Background: an optimization exercise with open tools, aiming at small area, a short achievable clock period and few clock cycles. Do not read the settings as production practice. The RTL was checked by simulation tests, not by an equivalence proof against the original design. Power is estimated from default activity; no workload was simulated.

## multi_mode_task_scheduler
module multi_mode_task_scheduler #(
  parameter int unsigned MAX_TASKS = 16
) (
  input  wire          clk_i,
  input  wire          rst_ni,
  input  wire          cfg_we_i,
  input  wire [0:0]    cfg_index_i,
  input  wire [7:0]    cfg_wdata_i,
  input  wire          in_valid_i,
  output logic         in_ready_o,
  input  wire          operation_i,
  input  wire [7:0]    task_id_i,
  input  wire [15:0]   arrival_time_i,
  input  wire [15:0]   burst_length_i,
  output logic         out_valid_o,
  input  wire          out_ready_i,
  output logic [15:0]  current_time_o,
  output logic         load_rejected_o,
  output logic         running_valid_o,
  output logic [7:0]   running_id_o,
  output logic         finished_o,
  output logic [15:0]  turnaround_time_o,
  output logic [15:0]  waiting_time_o,
  output logic [15:0]  response_time_o,
  output logic         all_done_o
);
export LEC_CHECK = 0
export CAP_MARGIN = 20
export CORE_MARGIN = 2
export CORE_UTILIZATION = 30
export CTS_CLUSTER_DIAMETER = 100
export CTS_CLUSTER_SIZE = 18
export PLACE_DENSITY = 0.45
export SETUP_SLACK_MARGIN = 4.0
export SLEW_MARGIN = 20
create_clock -name core_clock -period 9.0 [get_ports {clk_i}]
run.sh (not shown) runs the stock make flow with config.mk's settings and CLKGATE_MAP_FILE= SYNTH_SCRIPT=/design/flow/synth_recipe.tcl, a recipe that flattens the netlist after the stock synthesis.
Testbench counts at the start, summed over its fixed seeds: cycles 11,053.
Change:
--- a/flow/design.v
+++ b/flow/design.v
@@ -280,22 +280,25 @@
           started_q[i] <= 1'b1;
           if (!started_q[i]) first_q[i*16 +: 16] <= time_q;
         end
       end
     end
     for (int i = 0; i < N; i++) begin
       for (int j = i + 1; j < N; j++) begin
         if (ld_en && newslot[j]) begin
           b_q[i*N+j] <= ale[i];
-          s_q[i*N+j] <= !(rlt[i] || (req[i] && !ale[i]));
+        end
+        if ((ld_en && newslot[j]) || (tick && (run_q[i] || run_q[j]))) begin
+          s_q[i*N+j] <= (!in_op_q) ? !(rlt[i] || (req[i] && !ale[i])) :
+                        run_q[i]   ? (rlt[j] || (req[j] && b_q[i*N+j])) :
+                                     !(rlt[i] || (req[i] && !b_q[i*N+j]));
         end
         if (tick) begin
-          if (run_q[i] || run_q[j]) s_q[i*N+j] <= se[i*N+j];
           q_q[i*N+j] <= !x_all[i] && (x_all[j] || (cand[i] ? (cand[j] && b_q[i*N+j])
                                                             : (cand[j] || q_q[i*N+j])));
         end
       end
     end
   end
   always_ff @(posedge clk_i) begin
     if (ex_go) begin
       s1_tinc_q <= in_op_q && (time_q != 16'hFFFF);
Effect:
- cell area went down by 1.6%
- combinational power went up by 8.2%
- non-clock buffer count went up by 66
- sequential power went up by about 4%
- global-route usage went up by 0.58 points
- worst setup slack gets better by 120 ps
- total power went up by about 5%
- core utilization went up by 0.16 points
- fmax went up by 2.3%
- routed wire length is about the same
- sequential share of layout area went up by 0.73 points
- hold slack gets better by 16 ps
- synthesized cell count went down by 2.1%
- first-iteration DRC count went down by about 0.7%
Testbench counts after the change, summed over its fixed seeds: cycles 11,053.

---

## old
RTL: one of the versions met above, not the one the previous note started from.
Size in the first run: ~8600 cells after synthesis, roughly 130 I/O pins.
Settings: LEC_CHECK=0, CAP_MARGIN=20, CORE_MARGIN=2, CORE_UTILIZATION=25, CTS_CLUSTER_DIAMETER=100, CTS_CLUSTER_SIZE=18, PLACE_DENSITY=0.35, SETUP_SLACK_MARGIN=4.0, SLEW_MARGIN=20; clock period 9.0 ns.
Testbench counts of old, summed over its fixed seeds: cycles 11,053.
Input changes introduced in new (baseline for comparison: old):
--- a/flow/design.v
+++ b/flow/design.v
@@ -278,29 +278,26 @@
         joined_q[i]  <= joined_q[i] | cand[i];
         if (sel[i]) begin
           started_q[i] <= 1'b1;
           if (!started_q[i]) first_q[i*16 +: 16] <= time_q;
         end
       end
     end
     for (int i = 0; i < N; i++) begin
       for (int j = i + 1; j < N; j++) begin
         if (ld_en && newslot[j]) begin
           b_q[i*N+j] <= ale[i];
-        end
-        if ((ld_en && newslot[j]) || (tick && (run_q[i] || run_q[j]))) begin
-          s_q[i*N+j] <= (!in_op_q) ? !(rlt[i] || (req[i] && !ale[i])) :
-                        run_q[i]   ? (rlt[j] || (req[j] && b_q[i*N+j])) :
-                                     !(rlt[i] || (req[i] && !b_q[i*N+j]));
+          s_q[i*N+j] <= !(rlt[i] || (req[i] && !ale[i]));
         end
         if (tick) begin
+          if (run_q[i] || run_q[j]) s_q[i*N+j] <= se[i*N+j];
           q_q[i*N+j] <= !x_all[i] && (x_all[j] || (cand[i] ? (cand[j] && b_q[i*N+j])
                                                             : (cand[j] || q_q[i*N+j])));
         end
       end
     end
   end
   always_ff @(posedge clk_i) begin
     if (ex_go) begin
       s1_tinc_q <= in_op_q && (time_q != 16'hFFFF);
       s1_rej_q  <= !in_op_q && reject;
       s1_runv_q <= in_op_q && selv;
Notes after the runs:
old ended up with z_q[14] as its first element of the critical path; new ended up with run_q[13].
Number of cells on the critical path ended up 4 lower on new than on old.
Row post-synthesis cell count: new higher / old lower
From old to new the numbers moved as follows: data required time of the critical path went up, share of the synthesized area in compound gates (AO/OA/AOI/OAI) saw an increase, detailed-placement wirelength estimate has increased.
Testbench counts of new, summed over its fixed seeds: cycles 11,053.

-- afterwards: timing with drivers on the ports --
Ports are ideal in the flow. The routed layouts listed here were re-timed in OpenROAD.
Step 1: set_driving_cell puts a clkbuf_16 on clk_i and a buf_2 on each other input, an assumption about the parent block.
Step 2 moves the port delays by t, midway between the first and last clock arrival at a register: inputs arrive t later, outputs are due t later. That takes back most of the time a late clock gives input paths.
Three values: ideal ports, drivers, drivers and shift; two values: the first two.
| run | t (ns) | slack for setup (ns) | slew at the worst register clock pin (ns) | worst slew at a driven data input, ns |
|---|---|---|---|---|
| the first run of note 1 | 0.991 | 3.618 / 3.618 / 2.993 | 0.09 / 0.09 | 0.09 |
| the second run of note 1 | 0.970 | 3.737 / 3.737 / 3.260 | 0.09 / 0.09 | 0.13 |
| old | 0.993 | 3.496 / 3.496 / 3.268 | 0.10 / 0.10 | 0.12 |
| new | 0.993 | 3.530 / 3.530 / 3.246 | 0.10 / 0.10 | 0.21 |
After both steps setup and hold are still met in every run listed. For the first run of note 1, which loses most, drivers alone change the setup slack by 0.000 ns; drivers and shift together by -0.625 ns.
